Background: an optimization exercise with open tools, aiming at small area, a short achievable clock period and few clock cycles. Do not read the settings as production practice.
Only simulation tests tie the RTL to the original design; equivalence was not proved.
Power and IR drop assume default switching activity.

$ cat design/flow/design.v
`default_nettype none
package lri_pkg;
    localparam int COLOR_W   = 32;
    localparam int CHAN_W    = 8;
    localparam int NUM_COLOR = 4;
endpackage
`default_nettype wire
`default_nettype none
module lri_divider #(
    parameter int DEN_W = 6
) (
    input  wire logic [DEN_W-1:0] r_in,
    input  wire logic [1:0]       bits,
    input  wire logic [DEN_W-1:0] den,
    input  wire logic [DEN_W+1:0] den3,
    output logic      [1:0]       q,
    output logic      [DEN_W-1:0] r_out
);
    logic [DEN_W+1:0] t;
    logic [DEN_W+2:0] d1, d2, d3;
    always_comb begin
        t  = {r_in, bits};
        d1 = {1'b0, t} - {3'b0, den};
        d2 = {1'b0, t} - {2'b0, den, 1'b0};
        d3 = {1'b0, t} - {1'b0, den3};
        if (!d3[DEN_W+2]) begin
            q     = 2'd3;
            r_out = d3[DEN_W-1:0];
        end else if (!d2[DEN_W+2]) begin
            q     = 2'd2;
            r_out = d2[DEN_W-1:0];
        end else if (!d1[DEN_W+2]) begin
            q     = 2'd1;
            r_out = d1[DEN_W-1:0];
        end else begin
            q     = 2'd0;
            r_out = t[DEN_W-1:0];
        end
    end
endmodule
`default_nettype wire
`default_nettype none
module lri_chan #(
    parameter int W = 16,
    parameter int C = 6
) (
    input  wire logic         aclk,
    input  wire logic [W-1:0] a_val,      
    input  wire logic [W-1:0] b_val,      
    input  wire logic         ld_diff,    
    input  wire logic         geo,        
    input  wire logic         geo_step,   
    input  wire logic         swap_c,     
    input  wire logic [2:0]   den_sm,     
    input  wire logic         int_en,     
    input  wire logic         int_first,  
    input  wire logic         z_en,       
    input  wire logic         z_bits,     
    input  wire logic [C-1:0] den,        
    input  wire logic [C-1:0] denm1,      
    input  wire logic [C+1:0] den3,       
    input  wire logic         den32,      
    input  wire logic         swap,       
    input  wire logic         n_load,     
    input  wire logic         stash,      
    input  wire logic         d_load,     
    input  wire logic         z_load,     
    input  wire logic         step,       
    output logic      [W-1:0] v           
);
    logic [W-1:0] q_reg;                  
    logic [C-1:0] r_reg;                  
    logic         dneg_reg;               
    logic         neg_reg;                
    logic [W-1:0] v_reg;
    logic [W-1:0] inc_reg;                
    logic [C-1:0] ra_reg;                 
    logic [C:0] rb_reg;            
    logic [C:0] fr_reg;            
    logic         wneg_reg;
    logic         zz_reg;
    logic         frz_reg;                
    logic [W:0]   diff;
    logic [1:0]   q0, qs;
    logic [C-1:0] r0, rs;
    logic [1:0]   sbits, nbits;
    logic [C-1:0] ra_n;
    logic [C:0] rb_n, fr_n, fr_nx;
    logic         z_n, carry;
    logic [W:0]   vsum;
    logic [W-1:0] fsel;
    assign diff  = {1'b0, b_val} - {1'b0, a_val};
    assign nbits = q_reg[W-1 -: 2] ^ {2{dneg_reg}};
    assign sbits = z_bits ? {dneg_reg, dneg_reg} : nbits;
    assign fsel  = swap ? b_val : a_val;
    always_comb begin
        q0 = '0;
        r0 = C'(nbits);
        if (den_sm[0]) begin
            q0 = nbits;
            r0 = '0;
        end else if (den_sm[1]) begin
            q0 = {1'b0, nbits[1]};
            r0 = C'(nbits[0]);
        end else if (den_sm[2] && (nbits == 2'd3)) begin
            q0 = 2'd1;
            r0 = '0;
        end
    end
    lri_divider #(.DEN_W(C)) u_step (
        .r_in (r_reg), .bits (sbits), .den (den), .den3 (den3),
        .q    (qs),    .r_out (rs)
    );
    always_comb begin
        ra_n  = r_reg + C'(dneg_reg);
        rb_n  = ({1'b0, ra_n}) - ({1'b0, den});
        fr_n  = neg_reg ? {1'b0, ra_n} : rb_n;
        z_n   = !den32 && (r_reg != (swap ? denm1 : '0));
        carry = !fr_reg[C] && !(zz_reg && frz_reg);
        fr_nx = fr_reg + (carry ? rb_reg : ({1'b0, ra_reg}));
        vsum  = {v_reg, 1'b1} + {inc_reg, carry ^ wneg_reg};
    end
    always_ff @(posedge aclk) begin
        if (ld_diff) begin
            dneg_reg <= diff[W];
            q_reg    <= diff[W-1:0];
        end else if (geo) begin
            neg_reg <= dneg_reg ^ swap_c;
            if (geo_step)
                q_reg <= {q_reg[W-3:0], q0};
        end else if (int_en) begin
            q_reg <= {q_reg[W-3:2], q_reg[1:0] ^ {2{neg_reg && int_first}},
                      qs ^ {2{neg_reg}}};
        end
        if (geo)
            r_reg <= geo_step ? r0 : '0;
        else if (int_en || z_en)
            r_reg <= rs;
    end
    always_ff @(posedge aclk) begin
        if (n_load || stash) begin
            ra_reg   <= ra_n;
            rb_reg   <= rb_n;
            fr_reg   <= fr_n;
            frz_reg  <= fr_n == '0;
            wneg_reg <= neg_reg;
        end else if (step) begin
            fr_reg  <= fr_nx;
            frz_reg <= fr_nx == '0;
        end
        if (n_load || stash)
            zz_reg <= neg_reg;
        else if (z_load)
            zz_reg <= z_n || wneg_reg;
        if (n_load || d_load)
            inc_reg <= q_reg;
        else if (stash)
            inc_reg <= fsel;
        if (n_load)
            v_reg <= fsel;
        else if (d_load)
            v_reg <= inc_reg;
        else if (step)
            v_reg <= vsum[W:1];
    end
    assign v = v_reg;
endmodule
module line_rasterizer_interpolated
#(
    parameter int COORD_BITS = 6,
    parameter int DEPTH_BITS = 16,
    parameter int FRAC_BITS  = 16
) (
    input  wire logic                 aclk,
    input  wire logic                 aresetn,
    input  wire logic                 s_tvalid,
    output logic                      s_tready,
    input  wire logic [((2*(2*COORD_BITS+DEPTH_BITS+32)+7)/8)*8-1:0] s_tdata,
    output logic                      m_tvalid,
    input  wire logic                 m_tready,
    output logic [((2*COORD_BITS+DEPTH_BITS+32+7)/8)*8-1:0] m_tdata,
    output logic                      m_tlast
);
    localparam int C      = COORD_BITS;
    localparam int CW     = lri_pkg::CHAN_W;
    localparam int NC     = lri_pkg::NUM_COLOR;
    localparam int PT_W   = 2*C + DEPTH_BITS + lri_pkg::COLOR_W;
    localparam int OUT_W  = ((2*C + DEPTH_BITS + NC*CW + 7) / 8) * 8;
    localparam int E_W    = C + 2;
    localparam int N_INT  = DEPTH_BITS/2 - 1;
    localparam int C_INT0 = N_INT - CW/2;      
    logic [C-1:0] xa, ya, xb, yb;
    logic [C:0]   dxp, dxn, dyp, dyn;      
    assign xa = s_tdata[C-1:0];
    assign ya = s_tdata[2*C-1:C];
    assign xb = s_tdata[PT_W+C-1:PT_W];
    assign yb = s_tdata[PT_W+2*C-1:PT_W+C];
    assign dxp = {1'b0, xb} - {1'b0, xa};
    assign dxn = {1'b0, xa} - {1'b0, xb};
    assign dyp = {1'b0, yb} - {1'b0, ya};
    assign dyn = {1'b0, ya} - {1'b0, yb};
    logic st_idle, st_geo, st_int, st_rdy, st_z2, st_hold;
    logic [2:0] cnt_reg;
    logic       cint_reg;              
    logic [C-1:0] adx_reg, ady_reg;
    logic         xgt_reg, ygt_reg;
    logic [C-1:0] span_reg, spanm1_reg, nmin_reg;
    logic [C+1:0] span3_reg;
    logic         span32_reg, xmaj_reg, swap_reg, up_reg;
    logic         xmaj_c, swap_c, up_c;
    logic [C-1:0] span_c, nmin_c;
    logic [C+1:0] span3_c;
    logic [2:0]   span_sm;
    always_comb begin
        xmaj_c  = ady_reg < adx_reg;
        swap_c  = xmaj_c ? xgt_reg : ygt_reg;
        span_c  = xmaj_c ? adx_reg : ady_reg;
        nmin_c  = xmaj_c ? ady_reg : adx_reg;
        for (int k = 0; k < 3; k++)
            span_sm[k] = xmaj_c ? (adx_reg == C'(k+1)) : (ady_reg == C'(k+1));
        span3_c = xmaj_c ? ({2'b00, adx_reg} + {1'b0, adx_reg, 1'b0})
                         : ({2'b00, ady_reg} + {1'b0, ady_reg, 1'b0});
        up_c    = xmaj_c ? (swap_c ? ygt_reg : !ygt_reg)
                         : (swap_c ? xgt_reg : !xgt_reg);
    end
    logic vld_reg, last_reg, pend_reg;
    logic accept, take, n_load, stash, d_load, step, pend_clear;
    logic ld_diff, geo, int_d, int_c, z_en;
    logic zbits_reg, zload_reg;
    logic int_last;
    logic sready_reg, rdy_n, pend_n, vld_n, last_n;
    assign s_tready   = sready_reg;
    assign accept     = s_tvalid && s_tready;
    assign take       = vld_reg && m_tready;
    assign pend_clear = pend_reg && m_tready;
    assign n_load     = accept && (!vld_reg || m_tready);
    assign stash      = accept && vld_reg && !m_tready;
    assign d_load     = pend_clear;
    assign step       = take && !last_reg;
    assign ld_diff = st_idle || (st_z2 && (!pend_reg || pend_clear));
    assign geo     = st_geo;
    assign int_d   = st_int;
    assign int_c   = cint_reg;
    assign z_en    = (st_rdy && accept) || st_z2;
    always_ff @(posedge aclk) begin
        if (!aresetn) begin
            zbits_reg <= 1'b0;
            zload_reg <= 1'b0;
        end else begin
            zbits_reg <= (st_int && (cnt_reg == 3'(N_INT-1))) || st_rdy;
            zload_reg <= st_z2;
        end
    end
    logic z2_go;
    assign z2_go    = !pend_reg || pend_clear;
    assign int_last = cnt_reg == 3'(N_INT-1);
    always_ff @(posedge aclk) begin
        if (!aresetn) begin
            st_idle  <= 1'b1;
            st_geo   <= 1'b0;
            st_int   <= 1'b0;
            st_rdy   <= 1'b0;
            st_z2    <= 1'b0;
            st_hold  <= 1'b0;
            cnt_reg  <= '0;
            cint_reg <= 1'b0;
        end else begin
            st_idle  <= (st_idle && !s_tvalid) || (st_z2 && z2_go && !s_tvalid) ||
                        (st_hold && pend_clear);
            st_geo   <= (st_idle && s_tvalid) || (st_z2 && z2_go && s_tvalid);
            st_int   <= st_geo || (st_int && !int_last);
            st_rdy   <= rdy_n;
            st_z2    <= st_rdy && accept;
            st_hold  <= (st_z2 && !z2_go) || (st_hold && !pend_clear);
            cnt_reg  <= st_int ? cnt_reg + 1'b1 : '0;
            cint_reg <= st_int && !int_last && (cnt_reg >= 3'(C_INT0-1));
        end
    end
    always_ff @(posedge aclk) begin
        if (ld_diff) begin
            xgt_reg <= dxp[C];
            ygt_reg <= dyp[C];
            adx_reg <= dxp[C] ? dxn[C-1:0] : dxp[C-1:0];
            ady_reg <= dyp[C] ? dyn[C-1:0] : dyp[C-1:0];
        end
        if (geo) begin
            span_reg   <= span_c;
            spanm1_reg <= span_c - 1'b1;
            span3_reg  <= span3_c;
            span32_reg <= span_c == C'(32);
            nmin_reg   <= nmin_c;
            xmaj_reg   <= xmaj_c;
            swap_reg   <= swap_c;
            up_reg     <= up_c;
        end
    end
    logic [DEPTH_BITS-1:0] zv;
    logic [CW-1:0]         cv [NC];
    lri_chan #(.W(DEPTH_BITS), .C(C)) u_depth (
        .aclk     (aclk),
        .a_val    (s_tdata[2*C+DEPTH_BITS-1:2*C]),
        .b_val    (s_tdata[PT_W+2*C+DEPTH_BITS-1:PT_W+2*C]),
        .ld_diff  (ld_diff),  .geo (geo), .geo_step (1'b1),
        .swap_c   (swap_c),   .den_sm (span_sm),
        .int_en   (int_d),    .int_first (st_int && (cnt_reg == '0)),    .z_en (z_en),  .z_bits (zbits_reg),
        .den      (span_reg), .den3 (span3_reg), .den32 (span32_reg), .denm1 (spanm1_reg),
        .swap     (swap_reg),
        .n_load   (n_load),   .stash (stash), .d_load (d_load),
        .z_load   (zload_reg), .step (step),
        .v        (zv)
    );
    for (genvar k = 0; k < NC; k++) begin : g_col
        lri_chan #(.W(CW), .C(C)) u_col (
            .aclk     (aclk),
            .a_val    (s_tdata[PT_W-1-CW*k -: CW]),
            .b_val    (s_tdata[2*PT_W-1-CW*k -: CW]),
            .ld_diff  (ld_diff),  .geo (geo), .geo_step (1'b0),
            .swap_c   (swap_c),   .den_sm (span_sm),
            .int_en   (int_c),    .int_first (1'b0),    .z_en (z_en),  .z_bits (zbits_reg),
            .den      (span_reg), .den3 (span3_reg), .den32 (span32_reg), .denm1 (spanm1_reg),
            .swap     (swap_reg),
            .n_load   (n_load),   .stash (stash), .d_load (d_load),
            .z_load   (zload_reg), .step (step),
            .v        (cv[k])
        );
    end
    logic             wxmaj_reg, wup_reg;
    logic [C-1:0]     x_reg, y_reg, left_reg;
    logic [E_W-1:0] e_reg;
    logic [C-1:0]     inca_reg;               
    logic [C:0] incb_reg;              
    logic [E_W-1:0] e_add;
    logic             mstep;
    logic [C-1:0]     xs0, ys0;
    assign rdy_n  = (st_int && int_last) || (st_rdy && !accept);
    assign pend_n = stash || (pend_reg && !pend_clear);
    assign vld_n  = accept || (vld_reg && !(take && last_reg && !pend_reg));
    assign last_n = (n_load || d_load) ? (span_reg == '0)
                  : (step ? (left_reg == C'(1)) : last_reg);
    always_ff @(posedge aclk) begin
        if (!aresetn)
            sready_reg <= 1'b0;
        else
            sready_reg <= rdy_n && !pend_n && (!vld_n || last_n);
    end
    always_comb begin
        xs0   = swap_reg ? xb : xa;
        ys0   = swap_reg ? yb : ya;
        e_add = e_reg + ({1'b0, inca_reg, 1'b0});
        mstep = !e_add[E_W-1];
    end
    always_ff @(posedge aclk) begin
        if (!aresetn) begin
            vld_reg  <= 1'b0;
            pend_reg <= 1'b0;
        end else begin
            if (accept)
                vld_reg <= 1'b1;
            else if (take && last_reg && !pend_reg)
                vld_reg <= 1'b0;
            if (stash)
                pend_reg <= 1'b1;
            else if (pend_clear)
                pend_reg <= 1'b0;
        end
    end
    always_ff @(posedge aclk) begin
        if (n_load || d_load) begin
            wxmaj_reg <= xmaj_reg;
            wup_reg   <= up_reg;
            left_reg  <= span_reg;
            last_reg  <= span_reg == '0;
            e_reg     <= E_W'(0) - E_W'(span_reg);
            inca_reg  <= nmin_reg;
            incb_reg  <= ({1'b0, nmin_reg}) - ({1'b0, span_reg});
        end else if (stash) begin
            left_reg  <= xs0;
            e_reg     <= E_W'(ys0);
        end else if (step) begin
            left_reg  <= left_reg - 1'b1;
            last_reg  <= left_reg == C'(1);
            e_reg     <= mstep ? (e_reg + ({incb_reg, 1'b0})) : e_add;
        end
        if (n_load) begin
            x_reg <= xs0;
            y_reg <= ys0;
        end else if (d_load) begin
            x_reg <= left_reg;
            y_reg <= e_reg[C-1:0];
        end else if (step) begin
            if (wxmaj_reg) begin
                x_reg <= x_reg + 1'b1;
                if (mstep)
                    y_reg <= wup_reg ? (y_reg + 1'b1) : (y_reg - 1'b1);
            end else begin
                y_reg <= y_reg + 1'b1;
                if (mstep)
                    x_reg <= wup_reg ? (x_reg + 1'b1) : (x_reg - 1'b1);
            end
        end
    end
    assign m_tvalid = vld_reg;
    assign m_tlast  = last_reg;
    assign m_tdata  = OUT_W'({cv[3], cv[2], cv[1], cv[0], zv, y_reg, x_reg});
endmodule
`default_nettype wire
$ cat design/flow/flow/run.sh
#!/bin/bash
# Standard layout, with two changes: the port buffers are made from plain
# buffers (sky130_fd_sc_hd__buf_2) instead of the delay buffers buffer_ports
# picks, and clock tree synthesis adds no dummy loads.
set -euo pipefail
export BUFFER_PORTS_ARGS="-buffer_cell sky130_fd_sc_hd__buf_2"
export CTS_ARGS="-sink_clustering_enable -repair_clock_nets -sink_clustering_size 24 -sink_clustering_max_diameter 80 -dont_use_dummy_load"
bash standard.sh > standard.log 2>&1
$ cat design/flow/standard.sh
#!/bin/bash
# synth_recipe.tcl (not shown) runs the flow's synth.tcl, then flattens the netlist and writes it again
# the make line also repeats each setting of config.mk as NAME=value (left out here)
make -C /OpenROAD-flow-scripts/flow DESIGN_CONFIG=/design/flow/config.mk WORK_HOME=/design/flow/orfs CLKGATE_MAP_FILE= SYNTH_SCRIPT=/design/flow/synth_recipe.tcl "${@:-finish}"
$ cat design/flow/config.mk
export PLATFORM = sky130hd
export DESIGN_NAME = line_rasterizer_interpolated
export DESIGN_NICKNAME = line_rasterizer_interpolated
export VERILOG_FILES = /design/flow/design.v
export SDC_FILE = /design/flow/constraint.sdc
export NUM_CORES = 4
export LEC_CHECK = 0
export CAP_MARGIN = 5
export CORE_MARGIN = 2
export CORE_UTILIZATION = 40
export CTS_CLUSTER_DIAMETER = 80
export CTS_CLUSTER_SIZE = 24
export SETUP_SLACK_MARGIN = 4.0
export SLEW_MARGIN = 5
$ cat design/flow/constraint.sdc
create_clock -name core_clock -period 7.5 [get_ports {aclk}]
set_input_delay 1.5000 -clock core_clock [delete_from_list [all_inputs] [get_ports {aclk}]]
set_output_delay 1.5000 -clock core_clock [all_outputs]
set_load 0.01 [all_outputs]
==> qor.yml, run 1 <==
status:
  status: "timing/DRC/antenna clean"
min_path:
  hold_start: "cnt_reg[0]"
  hold_depth: 1
  hold_class: "register to register"
global_route:
  use_met2_pct: 33.6
  grt_max_degree: 94
  grt_util_met1_pct: 29.5
  grt_pass1_wl_um: 136000
  grt-busiest-layer: "met2"
  grt_use_total_pct: 20.8
  met3_usage_pct: 2.12
  antenna_found_initial: 5
  grt_pass1_vias: 23800
  gr-total-overflow: 0
synth:
  netlist_top_cells_count: "edfxtp_1, ha_1, nor2_1"
  synth_ff_type: "edfxtp_1"
  yosysSeqAreaShare_pct: 36.0
  synth-edff-count: 360
  synth_top_area_share_pct: 33.6
  ys_types: 97
  syn_inst: 3356
  synth_area_leaders: "edfxtp_1, ha_1, a21oi_1, xnor2_1, nor2_1"
  yosysMostFrequentCell: "edfxtp_1"
  synth_area_sq_um: 32200
  syn-mean-instance-area_sq_um: 9.60
  async_flop_share_pct: 0
  synth-seq-cells: 399
  ys_warn_count: 5
  yosysTopAreaCell: "edfxtp_1"
timing:
  hold_ws_ps: 460
  setup-violations-final: 0
  fin_skew_ps: 66.7
  max_slew.worst_pin.slew_ps: 1130
  finalCriticalPeriod_ps: 3410
  finalCritPeriodShare_pct: 45.5
  fin_setup_tns_ps: 0
  maxSlewHeadroom_pct: 24.2
  slew_violations: 0
  rsz0062_at_grt: "true"
  final_hold_viol_count: 0
  fmax_mhz: 293
finish:
  final_cell_count_no_fill: 4554
  synthToLayoutAreaGrowth_pct: 9.21
  drive_above_1_share_pct: 11.1
  nets: 3990
  fill_cells: 7815
power:
  peakVddDrop_mv: 0.171
  power.total_mw: 6.28
  p_per_area_nw_per_um2: 178
  p_leak_nw: 14.5
critical_path:
  crit_start: "g_col[3].u_col.q_reg[6]"
  crit_path_start_kind: "register"
  critical_path_depth: 12
  path_max_fanout: 9
  reg2reg_from: "g_col[3].u_col.q_reg[6]"
  cp_common_cell: "xnor2_1"
  crit_family: "compound AO/OA/AOI/OAI gates"
  worst-endpoint-required_ps: 7780
  worst_ep_arrival_time_ps: 3690
  path_cells: "nor2b_2, xnor2_1, ha_1, inv_1, fa_1, a211oi_1, o21ai_1, a31oi_4, a21boi_1, xnor2_1, nor2_1, a21oi_1"
  cpPeakStageDelay_ps: 520
  r2r_cells: 12
  end_kind: "register"
  critPathBufInv: 1
  path_class: "register to register"
  crit_slowest_cell: "edfxtp_1"
routing:
  vias_per_cell: 5.57
  drc: 0
  wl_per_cell_um: 19.5
  num_vias: 25400
  ant_nets: 0
  wl_um: 88700
  drtIter0Drc: 1811
  dr.pass1.iters: 6
floorplan:
  core.rowCount: 104
  fp.dieW_um: 288
  start_util_pct: 40.2
  core_sq_um: 80200
  fp.dieH_um: 288
  io_pins: 191
  die_area_sq_um: 82800
placement:
  dpl.hpwl_um: 65700
  dp_cells: 4502
  gp_congestion: 0.893
  port_buffers: 186
job:
  drv_cap: 0
clock_network:
  cts_hold_buf: 0
  numCtsBuffers: 27
  htree_levels: 1
  path_clk_slew_ps: 100
  cts_root_buf: "clkbuf_16"
  clk-insertion-delay-late_ps: 610
  cts_tree: "built"
  clock_path_buffers: 3
  cts.sinks: 399
[cells in the final DEF (no fill, tap or decap), drive strengths merged, types with 13 or more instances in the layout]
cell type    n
a2111oi     16
a211oi      62
a21boi      21
a21o        56
a21oi      273
a22oi       18
a31oi       23
and2        26
and3        15
buf        228
clkbuf      27
dfxtp       39
edfxtp     360
fa          44
ha         330
inv        248
mux2        50
mux2i      105
nand2      211
nand2b      41
nand3       63
nand3b      21
nor2       303
nor2b       57
nor3        85
nor3b       13
nor4        26
o211ai      31
o21a        48
o21ai      180
o21bai      29
o221ai      14
o22ai       15
o31a        13
o31ai       28
or3         18
xnor2      142
xor2       102
[worst reg2reg max path: stages, from the launching register on]
cell and delay (ps):
edfxtp_1 520, nor2b_2 230, xnor2_1 200, ha_1 240
inv_1 90, fa_1 430, a211oi_1 260, o21ai_1 150
a31oi_4 270, a21boi_1 340, xnor2_1 200, nor2_1 150
a21oi_1 50
[worst paths after layout]
check | to | slack (ps)
setup / recovery | g_col[3].u_col.q_reg[1] | 4090
hold / removal | cnt_reg[0] | 460
setup reg to reg | g_col[3].u_col.q_reg[1] | 4090
hold reg to reg | cnt_reg[0] | 460
[cell type report]
cell class / instances / area [sq um] / share of cell area, %
flip-flops and latches: 399 / 11600 / 33.0
multi-input cells: 2586 / 19300 / 55.0
clock buffers: 27 / 676 / 1.92
diodes: 4 / 10.0 / 0.0284
well taps: 1060 / 1330 / 3.77
repair buffers: 228 / 1280 / 3.64
inverters: 250 / 951 / 2.70
[metal layers]
metal / wire [um] / share of wire (%) / vias to the layer above
met1: 41000 / 46 / 12100
li1: - / - / 12500
met2: 40600 / 46 / 650
met3: 4350 / 4.9 / 123
met4: 2830 / 3.2 / 2
met5: 10 / 0.011 / -
[cells by family after synthesis]
logic type | synth area share, %
simple gates | 13.6
compound gates | 18.6
flops | 36.0
fa+ha+maj | 15.6
buf+inv | 4.60
xor+xnor | 6.63
mux | 5.03
other cells | 0.0116
[power by group]
part / internal (mW) / switching (mW)
logic: 0.893 / 1.23
registers: 2.62 / 0.160
clock network: 0.635 / 0.750
total: 4.14 / 2.14
[metrics by stage]
step | setup slack (ps) | utilization, % | cell area, sq um
floorplan | 4010 | - | 32300
global placement | 3240 | 42.6 | 34200
detailed placement | 3140 | 42.6 | 34200
CTS | 3820 | 43.6 | 35000
global route | 3900 | 43.9 | 35200
finish | 4090 | 43.9 | 35200
[timing repair]
item | in CTS | in global routing
pin swaps | 0 | 5
buffers inserted | 5 | 15
setup endpoints to repair | 22 | 23
gates resized for setup | 11 | 18
gates cloned | 0 | 1
Testbench counts, summed over its fixed seeds: cycles 38,956.
==> run 2: changes to the inputs <==
--- a/design/flow/config.mk
+++ b/design/flow/config.mk
@@ -11,4 +11,4 @@
 export CTS_CLUSTER_DIAMETER = 80
 export CTS_CLUSTER_SIZE = 24
-export SETUP_SLACK_MARGIN = 4.0
+export SETUP_SLACK_MARGIN = 4.2
 export SLEW_MARGIN = 5
==> run 2 against run 1 <==
Against the previous run: still clean; flip-flop and latch count unchanged; synthesized area unchanged; sequential power hardly changed; maximum frequency grew 5.9%; count of clock-buffer cells in the layout increased by 4; global-route usage grew 0.39 points; worst setup slack improved by 190 ps; die area did not move; final cell count grew 0.92%; cell area increased by 2.2%; power is 3.6% higher; combinational power increased by 5%; largest cell class unchanged.
==> qor.yml, run 2 <==
placement:
  port_buffers: 186  # unchanged
  gp_congestion: 0.897  # was 0.893
  dpl.hpwl_um: 66100  # was 65700 um
routing:
  drtIter0Drc: 1928  # was 1811
  top_layer: "met5"  # unchanged
  wl_met3_um: 4500  # was 4350 um
  vias_per_cell: 5.58  # was 5.57
  wl_um: 90400  # was 88700 um
  drc: 0  # unchanged
  num_vias: 25600  # was 25400
  wl_per_cell_um: 19.7  # was 19.5 um
  dr.pass1.iters: 5  # was 6
  drt-met1-wl_um: 42100  # was 41000 um
  wl_met2_um: 41800  # was 40600 um
  ant_nets: 0  # unchanged
critical_path:
  end_kind: "register"  # unchanged
  worst-endpoint-required_ps: 7800  # was 7780 ps
  cpPeakStageDelay_ps: 480  # was 520 ps
  path_cells: "inv_1, ha_1, o21ai_0, o21ai_2, nand2_4, o21ai_2, ha_1, o21ai_1, maj3_1, mux2_2, o21ai_1, a21oi_1"  # was nor2b_2, xnor2_1, ha_1, inv_1, fa_1, a211oi_1, o21ai_1, a31oi_4, a21boi_1, xnor2_1, nor2_1, a21oi_1
  crit_path_start_kind: "register"  # unchanged
  path_max_fanout: 12  # was 9
  path_class: "register to register"  # unchanged
  worst_ep_arrival_time_ps: 3510  # was 3690 ps
  crit_slowest_cell: "edfxtp_1"  # unchanged
power:
  peakVddDrop_mv: 0.161  # was 0.171 mV
  p_per_area_nw_per_um2: 181  # was 178 nW/um^2
  p_leak_nw: 14.8  # was 14.5 nW
synth:
  synthSimpleGateAreaFrac_pct: 13.6  # unchanged
  synth_xor_area_share_pct: 6.63  # unchanged
  synth_top_family_by_area: "compound AO/OA/AOI/OAI gates"  # unchanged
  synth-adder-area-share_pct: 15.6  # unchanged
  netlist_top_cells_count: "edfxtp_1, ha_1, nor2_1"  # unchanged
  ys_warn_count: 5  # unchanged
  syn_inst: 3356  # unchanged
  yosysTopAreaCell: "edfxtp_1"  # unchanged
  syn-mean-instance-area_sq_um: 9.60  # unchanged
  yosysSeqAreaShare_pct: 36.0  # unchanged
  yosysMostFrequentCell: "edfxtp_1"  # unchanged
  synth_mux_area_share_pct: 5.03  # unchanged
  synth_area_sq_um: 32200  # unchanged
  synth-seq-cells: 399  # unchanged
  synth_top_area_share_pct: 33.6  # unchanged
  synth_area_leaders: "edfxtp_1, ha_1, a21oi_1, xnor2_1, nor2_1"  # unchanged
  ys_types: 97  # unchanged
  async_flop_share_pct: 0  # unchanged
  synth_compound_gate_area_share_pct: 18.6  # unchanged
  synth-edff-count: 360  # unchanged
  synth_ff_type: "edfxtp_1"  # unchanged
status:
  status: "timing/DRC/antenna clean"  # unchanged
min_path:
  hold_class: "register to register"  # unchanged
timing:
  setup-violations-final: 0  # unchanged
  final_hold_viol_count: 0  # unchanged
  maxSlewHeadroom_pct: 35.8  # was 24.2%
  fmax_mhz: 311  # was 293 MHz
  rsz0062_at_grt: "true"  # unchanged
  slew_violations: 0  # unchanged
  finalCritPeriodShare_pct: 42.9  # was 45.5%
  hold_ws_ps: 455  # was 460 ps
  fin_skew_ps: 53.0  # was 66.7 ps
  fin_setup_tns_ps: 0  # unchanged
  finalCriticalPeriod_ps: 3220  # was 3410 ps
  max_slew.worst_pin.slew_ps: 963  # was 1130 ps
clock_network:
  cts_tree: "built"  # unchanged
  cts_root_buf: "clkbuf_16"  # unchanged
  numCtsBuffers: 31  # was 27
  clock_path_buffers: 3  # unchanged
  htree_levels: 1  # unchanged
  path_clk_slew_ps: 70  # was 100 ps
  cts_hold_buf: 0  # unchanged
  cts.sinks: 399  # unchanged
  clk-insertion-delay-late_ps: 620  # was 610 ps
finish:
  drive_above_1_share_pct: 13.6  # was 11.1%
  mostFrequentLayoutCells: "edfxtp_1, ha_1, nor2_1"  # unchanged
  nets: 4032  # was 3990
  final_common_cell: "edfxtp_1"  # unchanged
  synthToLayoutAreaGrowth_pct: 11.6  # was 9.21%
global_route:
  grt_use_total_pct: 21.2  # was 20.8%
  grt_pass1_wl_um: 139000  # was 136000 um
  grt_pass1_vias: 24100  # was 23800
  grt_max_degree: 73  # was 94
  gr-total-overflow: 0  # unchanged
  antenna_found_initial: 6  # was 5
floorplan:
  io_pins: 191  # unchanged
  fp.dieH_um: 288  # unchanged
  core_sq_um: 80200  # unchanged
  core.rowCount: 104  # unchanged
  fp.dieW_um: 288  # unchanged
  start_util_pct: 40.2  # unchanged
  die_area_sq_um: 82800  # unchanged
job:
  drv_cap: 0  # unchanged
-- run 2: cell counts after synthesis --
Identical to the previous run, type by type.
-- run 2: per-layer routing --
layer  GRT usage [%]  up-vias
li1                -    12600
met1            30.5    12200
met2            34.7      699
met3            1.74       99
met4            4.56        2
met5               0        -
-- run 2: kinds of logic after synthesis --
| logic type | Yosys count |
|---|---|
| xor+xnor | 244 |
| mux | 155 |
| compound gates | 895 |
| fa+ha+maj | 376 |
| simple gates | 911 |
| flops | 399 |
| other cells | 1 |
| buf+inv | 375 |
-- run 2: area by class of cell --
type	instances	area, sq um
fillers	7875	44200
multi-input cells	2588	19700
inverters	250	973
diodes	4	10.0
flip-flops and latches	399	11600
well taps	1060	1330
repair buffers	264	1550
clock buffers	31	776
-- run 2: per-stage QoR --
step / power, mW / instance area (sq um) / worst slack (ps) / cells / utilization (%)
final: 6.51 / 35900 / 4280 / 4596 / 44.8
after floorplan: 4.35 / 32400 / 4150 / 3359 / -
after global routing: 6.88 / 35900 / 4040 / 4596 / 44.8
after CTS: 6.45 / 35400 / 4210 / 4555 / 44.2
after detailed placement: 4.90 / 34400 / 2900 / 4504 / 42.9
after global placement: 4.89 / 34400 / 2960 / 4504 / 42.9
-- run 2: worst max-delay path: cells and delay by family, from the launching register on --
family                     cells  cell delay [ps]
muxes                          1              280
buffers and inverters          1              180
and+or+nand+nor                1              200
DFF                            1              480
adders and majority gates      3              850
AOI/OAI and AO/OA              6              960
-- run 2: report_power, final --
part	internal (mW)	switching (mW)	total [mW]
combinational	0.949	1.28	2.23
sequential	2.62	0.159	2.78
clock	0.723	0.783	1.51
total	4.29	2.22	6.51
-- run 2: repair_timing --
item	in CTS	in global routing
gates resized for setup	27	50
endpoints found under the setup margin	196	56
buffers inserted	17	37
cloned	3	0
pin swaps	7	14
-- run 2: final timing paths --
path	slack [ps]	cells past startpoint	start	endpoint
max reg2reg	4280	12	adx_reg[1]	u_depth.r_reg[0]
min	450	1	cnt_reg[0]	cnt_reg[0]
min reg2reg	450	1	cnt_reg[0]	cnt_reg[0]
max	4280	12	adx_reg[1]	u_depth.r_reg[0]
==> run 3: changes to the inputs <==
--- a/design/flow/config.mk
+++ b/design/flow/config.mk
@@ -11,4 +11,4 @@
 export CTS_CLUSTER_DIAMETER = 80
 export CTS_CLUSTER_SIZE = 24
-export SETUP_SLACK_MARGIN = 4.2
+export SETUP_SLACK_MARGIN = 4.3
 export SLEW_MARGIN = 5
==> run 3 against run 2 <==
Against the previous run: count of clock-buffer cells in the layout shrank 5; global-route usage is essentially flat; worst setup slack gained 88 ps; register-to-register slack gained 99 ps; cell area grew 1.4%; synthesized cell count is the same; critical endpoint is now u_depth.q_reg[12]; routed wire length is essentially flat; clock skew shrank 19 ps.
==> qor.yml, run 3 <==
timing:
  slew_violations: 0  # unchanged
  setup-violations-final: 0  # unchanged
  fmax_mhz: 319  # was 311 MHz
  maxSlewHeadroom_pct: 35.9  # was 35.8%
  hold_ws_ps: 478  # was 455 ps
  fin_setup_tns_ps: 0  # unchanged
  fin_ws_ps: 4370  # was 4280 ps
  rsz0062_at_grt: "true"  # unchanged
  final_hold_viol_count: 0  # unchanged
  fin_skew_ps: 34.4  # was 53.0 ps
  max_slew.worst_pin.slew_ps: 943  # was 963 ps
  finalCriticalPeriod_ps: 3130  # was 3220 ps
  finalCritPeriodShare_pct: 41.8  # was 42.9%
synth:
  synth_top_area_share_pct: 33.6  # unchanged
  synthSimpleGateAreaFrac_pct: 13.6  # unchanged
  synth_area_sq_um: 32200  # unchanged
  synth_xor_area_share_pct: 6.63  # unchanged
  netlist_top_cells_count: "edfxtp_1, ha_1, nor2_1"  # unchanged
  synth_top_family_by_area: "compound AO/OA/AOI/OAI gates"  # unchanged
  synth-adder-area-share_pct: 15.6  # unchanged
  synth_compound_gate_area_share_pct: 18.6  # unchanged
  yosysTopAreaCell: "edfxtp_1"  # unchanged
  synth-edff-count: 360  # unchanged
  synth_area_leaders: "edfxtp_1, ha_1, a21oi_1, xnor2_1, nor2_1"  # unchanged
  ys_warn_count: 5  # unchanged
  ys_types: 97  # unchanged
  yosysSeqAreaShare_pct: 36.0  # unchanged
  synth_ff_type: "edfxtp_1"  # unchanged
  synth_mux_area_share_pct: 5.03  # unchanged
  syn_inst: 3356  # unchanged
  async_flop_share_pct: 0  # unchanged
  yosysMostFrequentCell: "edfxtp_1"  # unchanged
  syn-mean-instance-area_sq_um: 9.60  # unchanged
  synth-seq-cells: 399  # unchanged
critical_path:
  path_cells: "buf_2, inv_1, ha_1, fa_2, nor2b_1, o21a_1, o21ai_2, a211oi_2, nor2_1, xnor2_1, a21oi_1"  # was inv_1, ha_1, o21ai_0, o21ai_2, nand2_4, o21ai_2, ha_1, o21ai_1, maj3_1, mux2_2, o21ai_1, a21oi_1
  crit_slowest_cell: "a211oi_2"  # was edfxtp_1
  r2r_cells: 12  # unchanged
  crit_start: "s_tdata[72]"  # was adx_reg[1]
  cpPeakStageDelay_ps: 410  # was 480 ps
  cp-endpoint: "u_depth.q_reg[12]"  # was u_depth.r_reg[0]
  r2r_end: "u_depth.frz_reg"  # was u_depth.r_reg[0]
  worst-endpoint-required_ps: 7810  # was 7800 ps
  reg2reg_from: "u_depth.dneg_reg"  # was adx_reg[1]
  crit_path_start_kind: "input port"  # was register
  regToRegSetupSlack_ps: 4380  # was 4280 ps
  path_class: "input port to register"  # was register to register
  path_max_fanout: 3  # was 12
  end_kind: "register"  # unchanged
  worst_ep_arrival_time_ps: 3450  # was 3510 ps
finish:
  final_cell_count_no_fill: 4623  # was 4596
  mostFrequentLayoutCells: "edfxtp_1, ha_1, nor2_1"  # unchanged
  drive_above_1_share_pct: 15.3  # was 13.6%
  nets: 4061  # was 4032
  final_common_cell: "edfxtp_1"  # unchanged
  synthToLayoutAreaGrowth_pct: 13.1  # was 11.6%
power:
  p_per_area_nw_per_um2: 178  # was 181 nW/um^2
  p_leak_nw: 15.0  # was 14.8 nW
  power.total_mw: 6.48  # was 6.51 mW
  peakVddDrop_mv: 0.170  # was 0.161 mV
global_route:
  antenna_found_initial: 3  # was 6
  grt_pass1_wl_um: 139000  # about the same
  grt_max_degree: 92  # was 73
  grt_use_total_pct: 21.2  # about the same
  gr-total-overflow: 0  # unchanged
  grt_pass1_vias: 24100  # about the same
clock_network:
  cts.sinks: 399  # unchanged
  clock_path_buffers: 3  # unchanged
  clk-insertion-delay-late_ps: 590  # was 620 ps
  cts_root_buf: "clkbuf_16"  # unchanged
  cts_tree: "built"  # unchanged
  numCtsBuffers: 26  # was 31
  htree_levels: 1  # unchanged
  path_clk_slew_ps: 90  # was 70 ps
routing:
  drtIter0Drc: 1631  # was 1928
  ant_nets: 0  # unchanged
  vias_per_cell: 5.57  # was 5.58
  dr.pass1.iters: 5  # unchanged
  drc: 0  # unchanged
  wl_um: 90400  # about the same
  num_vias: 25800  # was 25600
  wl_per_cell_um: 19.6  # was 19.7 um
status:
  status: "timing/DRC/antenna clean"  # unchanged
floorplan:
  core_sq_um: 80200  # unchanged
  die_area_sq_um: 82800  # unchanged
  start_util_pct: 40.2  # unchanged
  fp.dieH_um: 288  # unchanged
  fp.dieW_um: 288  # unchanged
  core.rowCount: 104  # unchanged
  io_pins: 191  # unchanged
min_path:
  hold_class: "register to register"  # unchanged
placement:
  gp_congestion: 0.881  # was 0.897
  pre_cts_ws_ps: 3170  # was 2900 ps
  dp_cells: 4503  # was 4504
  dpl.hpwl_um: 65800  # was 66100 um
  port_buffers: 186  # unchanged
job:
  drv_cap: 0  # unchanged
## run 3: area by class of cell
type,instances,area [sq um]
flip-flops and latches,399,11600
repair buffers,298,1900
multi-input cells,2587,20000
fillers,7752,43700
inverters,250,985
clock buffers,26,651
well taps,1060,1330
repair inverters,1,7.51
diodes,2,5.00
## run 3: timing repair
item,CTS,global route
hold buffers,0,0
pin swaps,14,27
resized for setup,38,74
endpoints found under the setup margin,178,67
gates cloned,3,0
buffers inserted,28,61
## run 3: how the worst min path moves through the flow
stage,start,to,cells past startpoint
detailed placement,cnt_reg[0],cnt_reg[0],1
finish,st_hold,st_idle,2
global placement,cnt_reg[0],cnt_reg[0],1
global route,cnt_reg[0],cnt_reg[0],1
floorplan,up_reg,wup_reg,0
CTS,cnt_reg[0],cnt_reg[0],1
## run 3: kinds of logic (layout without fill, tap and decap cells)
kind of cell    after synthesis  after routing
simple gates                911            913
compound gates              895            895
mux                         155            155
xor+xnor                    244            244
flops                       399            399
other cells                   1              6
fa+ha+maj                   376            376
buf+inv                     375            575
## run 3: stage by stage
stage | util (%) | cell area (sq um)
2_1_floorplan | - | 32500
3_3_place_gp | 43.0 | 34500
3_5_place_dp | 43.0 | 34500
4_1_cts | 44.4 | 35600
5_1_grt | 45.5 | 36500
6_report | 45.5 | 36500
## run 3: worst max-delay path: cells and delay by family
family,cells,cell delay [ps]
buffers and inverters,2,190
AOI/OAI and AO/OA,4,770
and+or+nand+nor,2,240
adders and majority gates,2,580
xor gates and xnor gates,1,160
## run 3: where the power goes
part / switching [mW] / leakage, nW / internal [mW] / total (mW)
clock: 0.751 / 0.320 / 0.613 / 1.36
sequential: 0.155 / 3.63 / 2.62 / 2.77
combinational: 1.33 / 11.0 / 1.02 / 2.34
total: 2.23 / 15.0 / 4.24 / 6.48
## run 3: routing by layer
layer | GRT usage, % | vias up | part of all wire (%)
li1 | - | 12600 | -
met1 | 30.4 | 12400 | 47
met2 | 35.0 | 644 | 47
met3 | 1.75 | 98 | 4.5
met4 | 3.94 | 2 | 1.9
met5 | 0 | - | 0.014
==> run 4: changes to the inputs <==
--- a/design/flow/config.mk
+++ b/design/flow/config.mk
@@ -11,4 +11,4 @@
 export CTS_CLUSTER_DIAMETER = 80
 export CTS_CLUSTER_SIZE = 24
-export SETUP_SLACK_MARGIN = 4.3
+export SETUP_SLACK_MARGIN = 4.6
 export SLEW_MARGIN = 5
==> run 4 against run 3 <==
Against the previous run: routed wire length is 8.2% higher; maximum frequency up 3.6%; count of clock-buffer cells in the layout up 8; critical path depth down 10; largest cell class unchanged; highest routed layer unchanged.
==> qor.yml, run 4 <==
critical_path:
  regToRegSetupSlack_ps: 4490  # was 4380 ps
  end_kind: "output port"  # was register
  cpPeakStageDelay_ps: 700  # was 410 ps
  critical_path_depth: 1  # was 11
  path_max_fanout: 3  # unchanged
  critPathBufInv: 1  # was 2
  r2r_cells: 12  # unchanged
  worst-endpoint-required_ps: 6000  # was 7810 ps
  crit_slowest_cell: "dfxtp_1"  # was a211oi_2
  path_class: "register to output port"  # was input port to register
  crit_family: "flip-flops"  # was compound AO/OA/AOI/OAI gates
  worst_ep_arrival_time_ps: 1520  # was 3450 ps
  path_cells: "buf_2"  # was buf_2, inv_1, ha_1, fa_2, nor2b_1, o21a_1, o21ai_2, a211oi_2, nor2_1, xnor2_1, a21oi_1
  crit_path_start_kind: "register"  # was input port
synth:
  yosysSeqAreaShare_pct: 36.0  # unchanged
  synth_ff_type: "edfxtp_1"  # unchanged
  async_flop_share_pct: 0  # unchanged
  synth_area_leaders: "edfxtp_1, ha_1, a21oi_1, xnor2_1, nor2_1"  # unchanged
  ys_warn_count: 5  # unchanged
  synth_area_sq_um: 32200  # unchanged
  ys_types: 97  # unchanged
  syn-mean-instance-area_sq_um: 9.60  # unchanged
  syn_inst: 3356  # unchanged
  synth-edff-count: 360  # unchanged
  synth-seq-cells: 399  # unchanged
  netlist_top_cells_count: "edfxtp_1, ha_1, nor2_1"  # unchanged
  yosysMostFrequentCell: "edfxtp_1"  # unchanged
  yosysTopAreaCell: "edfxtp_1"  # unchanged
  synth_top_area_share_pct: 33.6  # unchanged
finish:
  final_common_cell: "edfxtp_1"  # unchanged
  synthToLayoutAreaGrowth_pct: 23.2  # was 13.1%
  nets: 4195  # was 4061
  fill_cells: 7345  # was 7752
  mostFrequentLayoutCells: "edfxtp_1, nor2_1, ha_1"  # was edfxtp_1, ha_1, nor2_1
  final_cell_count_no_fill: 4756  # was 4623
  finalCoreUtilization_pct: 49.5  # was 45.5%
  drive_above_1_share_pct: 24.9  # was 15.3%
timing:
  fin_skew_ps: 75.6  # was 34.4 ps
  fmax_mhz: 331  # was 319 MHz
  fin_setup_tns_ps: 0  # unchanged
  max_slew.worst_pin.slew_ps: 1150  # was 943 ps
  rsz0062_at_grt: "true"  # unchanged
  maxSlewHeadroom_pct: 22.8  # was 35.9%
  slew_violations: 0  # unchanged
  hold_ws_ps: 415  # was 478 ps
  setup-violations-final: 0  # unchanged
  finalCriticalPeriod_ps: 3020  # was 3130 ps
  final_hold_viol_count: 0  # unchanged
  finalCritPeriodShare_pct: 40.3  # was 41.8%
floorplan:
  fp.dieH_um: 288  # unchanged
  core_sq_um: 80200  # unchanged
  fp.dieW_um: 288  # unchanged
  io_pins: 191  # unchanged
  start_util_pct: 40.2  # unchanged
  die_area_sq_um: 82800  # unchanged
  core.rowCount: 104  # unchanged
power:
  peakVddDrop_mv: 0.135  # was 0.170 mV
  p_leak_nw: 16.2  # was 15.0 nW
  p_per_area_nw_per_um2: 183  # was 178 nW/um^2
clock_network:
  clock_path_buffers: 3  # unchanged
  path_clk_slew_ps: 90  # about the same
  cts.sinks: 399  # unchanged
  cts_root_buf: "clkbuf_16"  # unchanged
  cts_tree: "built"  # unchanged
  htree_levels: 2  # was 1
  numCtsBuffers: 34  # was 26
  cts_hold_buf: 0  # unchanged
  clk-insertion-delay-late_ps: 580  # was 590 ps
routing:
  dr.pass1.iters: 5  # unchanged
  wl_per_cell_um: 20.6  # was 19.6 um
  ant_nets: 0  # unchanged
  vias_per_cell: 5.59  # was 5.57
  num_vias: 26600  # was 25800
  wl_um: 97900  # was 90400 um
  drtIter0Drc: 1699  # was 1631
  drc: 0  # unchanged
global_route:
  grt_pass1_vias: 25600  # was 24100
  grt_use_total_pct: 22.5  # was 21.2%
  grt_pass1_wl_um: 146000  # was 139000 um
  gr-total-overflow: 0  # unchanged
  grt_max_degree: 72  # was 92
  antenna_found_initial: 2  # was 3
min_path:
  hold_depth: 0  # was 2
  hold_class: "register to register"  # unchanged
status:
  status: "timing/DRC/antenna clean"  # unchanged
placement:
  dpl.hpwl_um: 66700  # was 65800 um
  gp_congestion: 0.871  # was 0.881
  port_buffers: 186  # unchanged
  dp_cells: 4503  # unchanged
job:
  drv_cap: 0  # unchanged
## run 4: cell types whose count changed in the layout (fill, tap and decap cells not counted), moves of 23 or more
cell     previous run  this run
a21oi_1           254       227
a21oi_2             7        30
buf_4              97       183
buf_6               7        40
ha_1              314       266
ha_4               10        50
inv_1             241       213
o21ai_0           140       110
## run 4: routing by layer
layer / part of all wire [%] / up-vias / GRT usage (%)
met5: 0.013 / - / 0
met4: 3.0 / 2 / 7.16
met3: 5.0 / 121 / 2.69
met2: 48 / 644 / 37.7
met1: 44 / 12900 / 30.4
li1: - / 12900 / -
## run 4: final timing paths
check / from / end
max: sready_reg / s_tready
min: up_reg / wup_reg
max reg2reg: u_depth.q_reg[14] / u_depth.q_reg[0]
min reg2reg: up_reg / wup_reg
## run 4: power breakdown
part / internal [mW] / switching (mW) / total, mW
Combinational: 1.33 / 1.55 / 2.89
Clock: 0.803 / 0.823 / 1.63
Sequential: 2.62 / 0.144 / 2.76
Total: 4.75 / 2.52 / 7.27
## run 4: worst reg2reg max path: cells and delay by family, from the launching register on
family,cells,cell delay [ps]
buffers and inverters,1,160
adder cells (fa/ha/maj),2,440
flip-flops,1,540
XOR/XNOR,2,320
AND/OR/NAND/NOR,3,600
AO/OA/AOI/OAI,4,790
## run 4: cells by family (layout without fill, tap and decap cells)
family	after synthesis	after routing	synth area share, %
flops	399	399	36.0
simple gates	911	914	13.6
buf+inv	375	708	4.60
compound gates	895	895	18.6
fa+ha+maj	376	376	15.6
xor+xnor	244	244	6.63
other cells	1	5	0.0116
mux	155	155	5.03
## run 4: cell type report
type / count / area [sq um] / area share, %
Multi-Input combinational cell: 2588 / 21600 / 54.4
Sequential cell: 399 / 11600 / 29.2
Timing Repair Buffer: 422 / 3150 / 7.93
Tap cell: 1060 / 1330 / 3.34
Inverter: 250 / 1130 / 2.86
Clock buffer: 34 / 851 / 2.14
Timing Repair inverter: 2 / 16.3 / 0.0410
Antenna cell: 1 / 2.50 / 0.00630
## run 4: per-stage QoR
stage          cell area, sq um  setup WS, ps  total power [mW]
3_5_place_dp              35100          2580              5.04
2_1_floorplan             33300          4170              4.48
6_report                  39700          4480              7.27
4_1_cts                   38000          4480              6.99
3_3_place_gp              35100          2620              5.02
5_1_grt                   39700          4400              7.65
## run 4: what timing repair did
| item | CTS | global route |
|---|---|---|
| gates cloned | 6 | 4 |
| setup endpoints to repair | 464 | 129 |
| resized for setup | 191 | 219 |
| setup buffers | 128 | 80 |
| pin swaps | 82 | 136 |
==> run 5: changes to the inputs <==
--- a/design/flow/config.mk
+++ b/design/flow/config.mk
@@ -8,7 +8,7 @@
 export CAP_MARGIN = 5
 export CORE_MARGIN = 2
-export CORE_UTILIZATION = 40
+export CORE_UTILIZATION = 55
 export CTS_CLUSTER_DIAMETER = 80
 export CTS_CLUSTER_SIZE = 24
-export SETUP_SLACK_MARGIN = 4.6
+export SETUP_SLACK_MARGIN = 4.4
 export SLEW_MARGIN = 5
==> run 5 against run 4 <==
Against the previous run: critical path depth rose by 10; register-to-register slack got worse by 96 ps; clock power fell by 9%; hold slack improved by 10 ps; sequential share of layout area rose by 2.6 points; combinational power fell by 15%; first-iteration DRC count fell by 3.2%.
==> qor.yml, run 5 <==
min_path:
  hold_start: "xmaj_reg"  # was up_reg
  hold_depth: 0  # unchanged
  hold_class: "register to register"  # unchanged
critical_path:
  crit_path_start_kind: "register"  # unchanged
  path_cells: "buf_4, ha_1, ha_1, ha_1, nor2b_1, o21ai_1, a21boi_1, o21a_1, o21a_1, o31ai_1, o41ai_2"  # was buf_2
  crit_slowest_cell: "o31ai_1"  # was dfxtp_1
  reg2reg_from: "g_col[0].u_col.dneg_reg"  # was u_depth.q_reg[14]
  crit_family: "compound AO/OA/AOI/OAI gates"  # was flip-flops
  end_kind: "register"  # was output port
  critical_path_depth: 11  # was 1
  worst-endpoint-required_ps: 7830  # was 6000 ps
  critPathBufInv: 1  # unchanged
  cp_common_cell: "ha_1"
  r2r_cells: 11  # was 12
  cpPeakStageDelay_ps: 440  # was 700 ps
  path_class: "register to register"  # was register to output port
  crit_start: "g_col[0].u_col.dneg_reg"  # was sready_reg
  path_max_fanout: 4  # was 3
  worst_ep_arrival_time_ps: 3440  # was 1520 ps
synth:
  synth_ff_type: "edfxtp_1"  # unchanged
  async_flop_share_pct: 0  # unchanged
  synth-adder-area-share_pct: 15.6  # unchanged
  yosysMostFrequentCell: "edfxtp_1"  # unchanged
  synthSimpleGateAreaFrac_pct: 13.6  # unchanged
  ys_warn_count: 5  # unchanged
  yosysTopAreaCell: "edfxtp_1"  # unchanged
  synth-edff-count: 360  # unchanged
  syn-mean-instance-area_sq_um: 9.60  # unchanged
  netlist_top_cells_count: "edfxtp_1, ha_1, nor2_1"  # unchanged
  yosysSeqAreaShare_pct: 36.0  # unchanged
  synth_top_family_by_area: "compound AO/OA/AOI/OAI gates"  # unchanged
  synth_mux_area_share_pct: 5.03  # unchanged
  synth-seq-cells: 399  # unchanged
  synth_area_sq_um: 32200  # unchanged
  synth_area_leaders: "edfxtp_1, ha_1, a21oi_1, xnor2_1, nor2_1"  # unchanged
  syn_inst: 3356  # unchanged
  synth_top_area_share_pct: 33.6  # unchanged
  ys_types: 97  # unchanged
  synth_compound_gate_area_share_pct: 18.6  # unchanged
  synth_xor_area_share_pct: 6.63  # unchanged
finish:
  final_common_cell: "edfxtp_1"  # unchanged
  mostFrequentLayoutCells: "edfxtp_1, ha_1, nor2_1"  # was edfxtp_1, nor2_1, ha_1
  final_cell_count_no_fill: 4342  # was 4756
  synthToLayoutAreaGrowth_pct: 13.2  # was 23.2%
  finalCoreUtilization_pct: 63.1  # was 49.5%
  design_area_sq_um: 36500  # was 39700 sq um
  fill_cells: 4897  # was 7345
  nets: 4076  # was 4195
  ff_latch_area_sq_um: 11600  # about the same
  drive_above_1_share_pct: 17.2  # was 24.9%
  multiInputGateArea_sq_um: 20300  # was 21600 sq um
global_route:
  grt_pass1_vias: 25700  # was 25600
  gr-total-overflow: 0  # unchanged
  grt_max_degree: 72  # unchanged
  grt_use_total_pct: 29.7  # was 22.5%
  grt_pass1_wl_um: 141000  # was 146000 um
  antenna_found_initial: 1  # was 2
clock_network:
  htree_levels: 1  # was 2
  clock_path_buffers: 3  # unchanged
  cts_root_buf: "clkbuf_16"  # unchanged
  path_clk_slew_ps: 90  # about the same
  cts_hold_buf: 0  # unchanged
  numCtsBuffers: 30  # was 34
  clk-insertion-delay-late_ps: 620  # was 580 ps
  cts_tree: "built"  # unchanged
  cts.sinks: 399  # unchanged
floorplan:
  io_pins: 191  # unchanged
  fp.dieW_um: 246  # was 288 um
  core.rowCount: 88  # was 104
  start_util_pct: 55.7  # was 40.2%
  die_area_sq_um: 60500  # was 82800 sq um
  core_sq_um: 57800  # was 80200 sq um
  fp.dieH_um: 246  # was 288 um
routing:
  dr.pass1.iters: 5  # unchanged
  ant_nets: 0  # unchanged
  drtIter0Drc: 1645  # was 1699
  num_vias: 26400  # was 26600
  wl_per_cell_um: 21.4  # was 20.6 um
  wl_um: 93100  # was 97900 um
  drc: 0  # unchanged
  vias_per_cell: 6.09  # was 5.59
power:
  pwr-share-comb_pct: 36.5  # was 39.7%
  p_sw_mw: 2.33  # was 2.52 mW
  seqPwrFrac_pct: 41.3  # was 37.9%
  switching_share_pct: 34.8  # was 34.6%
  power.total_mw: 6.71  # was 7.27 mW
  internal_power_mw: 4.38  # was 4.75 mW
  pwr-share-clk_pct: 22.2  # was 22.4%
  peakVddDrop_mv: 0.189  # was 0.135 mV
  p_leak_nw: 15.1  # was 16.2 nW
  p_per_area_nw_per_um2: 184  # was 183 nW/um^2
timing:
  final_hold_viol_count: 0  # unchanged
  finalCriticalPeriod_ps: 3110  # was 3020 ps
  setup-violations-final: 0  # unchanged
  fmax_mhz: 322  # was 331 MHz
  finalCritPeriodShare_pct: 41.4  # was 40.3%
  fin_skew_ps: 46.1  # was 75.6 ps
  max_slew.worst_pin.slew_ps: 1180  # was 1150 ps
  fin_setup_tns_ps: 0  # unchanged
  hold_ws_ps: 426  # was 415 ps
  rsz0062_at_grt: "true"  # unchanged
  maxSlewHeadroom_pct: 21.3  # was 22.8%
  fin_ws_ps: 4390  # was 4480 ps
  slew_violations: 0  # unchanged
placement:
  post_dp_cell_area_sq_um: 34200  # was 35100 sq um
  dpl.hpwl_um: 66300  # was 66700 um
  gp_congestion: 0.915  # was 0.871
  pre_cts_ws_ps: 2970  # was 2580 ps
  dp_cells: 4207  # was 4503
  port_buffers: 186  # unchanged
job:
  drv_cap: 0  # unchanged
status:
  status: "timing/DRC/antenna clean"  # unchanged
[run 5: layout make-up]
class	instances	area share, %
clock buffers	30	2.06
repair buffers	308	5.21
well taps	765	2.62
inverters	250	2.75
multi-input cells	2588	55.5
diodes	1	0.00686
repair inverters	1	0.0206
flip-flops and latches	399	31.8
[run 5: worst paths after layout]
check / slack (ps) / end
min reg2reg: 430 / wxmaj_reg
min: 430 / wxmaj_reg
max: 4390 / g_col[0].u_col.frz_reg
max reg2reg: 4390 / g_col[0].u_col.frz_reg
[run 5: power by group through the flow]
stage / clock [mW] / sequential (mW) / combinational (mW)
after detailed placement: 0 / 2.84 / 2.12
after global placement: 0 / 2.84 / 2.06
after floorplan: 0 / 2.74 / 1.64
after CTS: 1.51 / 2.77 / 2.26
after global routing: 1.58 / 2.78 / 2.70
final: 1.49 / 2.77 / 2.45
[run 5: cell families (layout without fill, tap and decap cells)]
| family | Yosys count | count (layout) |
|---|---|---|
| and+or+nand+nor | 911 | 914 |
| AOI/OAI and AO/OA | 895 | 895 |
| DFF | 399 | 399 |
| adders and majority gates | 376 | 376 |
| buffers and inverters | 375 | 589 |
| xor gates and xnor gates | 244 | 244 |
| muxes | 155 | 155 |
| other | 1 | 5 |
[run 5: per-layer routing]
metal / vias up / GRT usage (%) / part of all wire, %
met5: - / 0 / 0.011
met4: 2 / 11.6 / 4.0
met3: 180 / 3.05 / 5.4
met2: 804 / 51.3 / 48
met1: 12800 / 38.3 / 42
li1: 12700 / - / -
[run 5: timing repair]
action | 4_1_cts | 5_1_grt
gates resized for setup | 55 | 107
pin swaps | 22 | 43
setup buffers | 55 | 45
cloned | 3 | 1
setup endpoints to repair | 163 | 123
==> run 6: changes to the inputs <==
--- a/design/flow/config.mk
+++ b/design/flow/config.mk
@@ -8,7 +8,7 @@
 export CAP_MARGIN = 5
 export CORE_MARGIN = 2
-export CORE_UTILIZATION = 55
+export CORE_UTILIZATION = 40
 export CTS_CLUSTER_DIAMETER = 80
 export CTS_CLUSTER_SIZE = 24
-export SETUP_SLACK_MARGIN = 4.4
+export SETUP_SLACK_MARGIN = 4.45
 export SLEW_MARGIN = 5
==> run 6 against run 5 <==
Against the previous run: non-clock buffer count up 9; routed wire length decreased by 1.2%; clock power is 4% lower; final cell count rose by 7.0%; sequential power hardly changed; core utilization shrank 17 points; synthesized area is the same; flip-flop and latch count is the same; combinational power hardly changed.
==> qor.yml, run 6 <==
floorplan:
  die_area_sq_um: 82800  # was 60500 sq um
  core_sq_um: 80200  # was 57800 sq um
  io_pins: 191  # unchanged
  fp.dieW_um: 288  # was 246 um
  fp.dieH_um: 288  # was 246 um
  start_util_pct: 40.2  # was 55.7%
  core.rowCount: 104  # was 88
timing:
  finalCriticalPeriod_ps: 3050  # was 3110 ps
  fin_skew_ps: 45.8  # was 46.1 ps
  finalCritPeriodShare_pct: 40.7  # was 41.4%
  slew_violations: 0  # unchanged
  fmax_mhz: 328  # was 322 MHz
  rsz0062_at_grt: "true"  # unchanged
  final_hold_viol_count: 0  # unchanged
  fin_setup_tns_ps: 0  # unchanged
  max_slew.worst_pin.slew_ps: 1080  # was 1180 ps
  setup-violations-final: 0  # unchanged
  maxSlewHeadroom_pct: 27.4  # was 21.3%
synth:
  async_flop_share_pct: 0  # unchanged
  ys_warn_count: 5  # unchanged
  yosysSeqAreaShare_pct: 36.0  # unchanged
  synth_top_area_share_pct: 33.6  # unchanged
  ys_types: 97  # unchanged
  synth_ff_type: "edfxtp_1"  # unchanged
  netlist_top_cells_count: "edfxtp_1, ha_1, nor2_1"  # unchanged
  syn-mean-instance-area_sq_um: 9.60  # unchanged
  synth-seq-cells: 399  # unchanged
  yosysMostFrequentCell: "edfxtp_1"  # unchanged
  yosysTopAreaCell: "edfxtp_1"  # unchanged
  synth-edff-count: 360  # unchanged
  syn_inst: 3356  # unchanged
  synth_area_leaders: "edfxtp_1, ha_1, a21oi_1, xnor2_1, nor2_1"  # unchanged
  synth_area_sq_um: 32200  # unchanged
placement:
  gp_congestion: 0.897  # was 0.915
  dpl.hpwl_um: 66200  # was 66300 um
  port_buffers: 186  # unchanged
min_path:
  hold_depth: 1  # was 0
  hold_class: "register to register"  # unchanged
critical_path:
  end_kind: "register"  # unchanged
  critical_path_depth: 12  # was 11
  regToRegSetupSlack_ps: 4450  # was 4390 ps
  worst_ep_arrival_time_ps: 3430  # was 3440 ps
  cpPeakStageDelay_ps: 500  # was 440 ps
  critPathBufInv: 1  # unchanged
  crit_slowest_cell: "edfxtp_1"  # was o31ai_1
  path_cells: "nor2b_1, xnor2_2, ha_2, fa_2, nor2b_2, o31ai_2, buf_4, a21oi_4, a211oi_4, xnor2_1, or3_1, o221ai_1"  # was buf_4, ha_1, ha_1, ha_1, nor2b_1, o21ai_1, a21boi_1, o21a_1, o21a_1, o31ai_1, o41ai_2
  worst-endpoint-required_ps: 7880  # was 7830 ps
  path_class: "register to register"  # unchanged
  r2r_cells: 12  # was 11
  crit_path_start_kind: "register"  # unchanged
  path_max_fanout: 6  # was 4
  crit_family: "simple AND/OR/NAND/NOR gates"  # was compound AO/OA/AOI/OAI gates
clock_network:
  clock_path_buffers: 3  # unchanged
  cts_hold_buf: 0  # unchanged
  path_clk_slew_ps: 80  # was 90 ps
  numCtsBuffers: 28  # was 30
  clk-insertion-delay-late_ps: 600  # was 620 ps
  cts_tree: "built"  # unchanged
  htree_levels: 1  # unchanged
  cts_root_buf: "clkbuf_16"  # unchanged
  cts.sinks: 399  # unchanged
job:
  drv_cap: 0  # unchanged
global_route:
  antenna_found_initial: 3  # was 1
  grt_pass1_wl_um: 140000  # was 141000 um
  grt_pass1_vias: 24500  # was 25700
  grt_max_degree: 102  # was 72
  gr-total-overflow: 0  # unchanged
  grt_use_total_pct: 21.5  # was 29.7%
routing:
  dr.pass1.iters: 5  # unchanged
  drc: 0  # unchanged
  drtIter0Drc: 1705  # was 1645
  wl_um: 91900  # was 93100 um
  wl_per_cell_um: 19.8  # was 21.4 um
  vias_per_cell: 5.55  # was 6.09
  num_vias: 25800  # was 26400
  ant_nets: 0  # unchanged
power:
  peakVddDrop_mv: 0.173  # was 0.189 mV
  p_leak_nw: 15.2  # was 15.1 nW
  power.total_mw: 6.65  # was 6.71 mW
  p_per_area_nw_per_um2: 179  # was 184 nW/um^2
finish:
  synthToLayoutAreaGrowth_pct: 15.4  # was 13.2%
  final_common_cell: "edfxtp_1"  # unchanged
  nets: 4082  # was 4076
  drive_above_1_share_pct: 18.5  # was 17.2%
  mostFrequentLayoutCells: "edfxtp_1, ha_1, nor2_1"  # unchanged
status:
  status: "timing/DRC/antenna clean"  # unchanged
run 6: worst reg2reg max path, stage by stage (launching register included):
cell and delay [ps]:
edfxtp_1 500, nor2b_1 210, xnor2_2 170, ha_2 230
fa_2 370, nor2b_2 160, o31ai_2 80, buf_4 150
a21oi_4 260, a211oi_4 130, xnor2_1 150, or3_1 320
o221ai_1 120
run 6: area by class of cell:
| cell class | instances | area (sq um) |
|---|---|---|
| timing repair buffer | 317 | 2060 |
| fill | 7662 | 43000 |
| clock buffer | 28 | 701 |
| antenna | 2 | 5.00 |
| sequential | 399 | 11600 |
| inverter | 250 | 981 |
| tap | 1060 | 1330 |
| multi-input combinational | 2587 | 20500 |
| timing repair inverter | 1 | 7.51 |
run 6: repair_timing:
action | 4_1_cts | 5_1_grt
cloned | 3 | 0
hold endpoints to repair | 0 | 0
pin swaps | 27 | 53
buffers inserted | 63 | 45
endpoints found under the setup margin | 102 | 84
resized for setup | 72 | 116
run 6: final timing paths:
path                                   startpoint          endpoint
worst max register to register  u_depth.q_reg[14]  u_depth.q_reg[0]
worst max-delay path            u_depth.q_reg[14]  u_depth.q_reg[0]
worst min-delay path                   cnt_reg[0]        cnt_reg[0]
worst min register to register         cnt_reg[0]        cnt_reg[0]
run 6: through the flow:
stage | area, sq um | hold WS [ps] | utilization (%) | setup slack (ps) | cells
after floorplan | 32900 | 400 | - | 4170 | 3359
after global placement | 34700 | 435 | 43.3 | 3330 | 4503
after detailed placement | 34700 | 440 | 43.3 | 3270 | 4503
after CTS | 36300 | 456 | 45.3 | 4430 | 4597
after global routing | 37200 | 468 | 46.4 | 4280 | 4643
final | 37200 | 455 | 46.4 | 4450 | 4644
run 6: cell families (layout without fill, tap and decap cells):
logic type / count (synthesis) / count (layout) / share of synthesized area [%]
buffers and inverters: 375 / 596 / 4.60
DFF: 399 / 399 / 36.0
and+or+nand+nor: 911 / 913 / 13.6
xor gates and xnor gates: 244 / 244 / 6.63
other: 1 / 6 / 0.0116
AOI/OAI and AO/OA: 895 / 895 / 18.6
muxes: 155 / 155 / 5.03
adders and majority gates: 376 / 376 / 15.6
run 6: power breakdown:
group / internal [mW] / switching, mW
clock network: 0.658 / 0.774
registers: 2.62 / 0.162
logic: 1.09 / 1.35
total: 4.36 / 2.29
run 6: layer usage:
layer  part of all wire, %  wire (um)  vias up  track usage [%]
li1                      -          -    12700                -
met1                    45      41800    12300             29.8
met2                    46      42400      621             34.8
met3                   5.0       4610      125             2.64
met4                   3.3       3070        4             6.77
met5                 0.020         18        -                0

-- re-timing with driven ports --
The results above use ideal ports. As a check the final layouts listed here were re-extracted and re-timed, cells and wires unchanged.
Step 1 assumes that a clkbuf_16 drives the clock port and a buf_2 every other input.
Step 2 times the ports against the registers' clock, not the clock port: input delays grow and output delays shrink by t, the midpoint of the rising clock arrivals with the driver on.
Three values: ideal ports, drivers, drivers and shift; two values: the first two.
run	shift t [ns]	setup slack, ns	worst register clock-pin slew, ns
run 1	0.642	4.091 / 4.091 / 3.582	0.11 / 0.11
run 2	0.662	4.281 / 4.281 / 3.660	0.09 / 0.09
run 3	0.633	4.369 / 4.376 / 3.761	0.10 / 0.10
run 4	0.603	4.478 / 4.414 / 3.914	0.09 / 0.09
run 5	0.664	4.394 / 4.394 / 3.811	0.10 / 0.10
run 6	0.645	4.451 / 4.451 / 3.868	0.10 / 0.10
After both steps setup and hold are still met in every run listed. For run 2, which loses most, drivers alone change the setup slack by 0.000 ns; drivers and shift together by -0.621 ns.
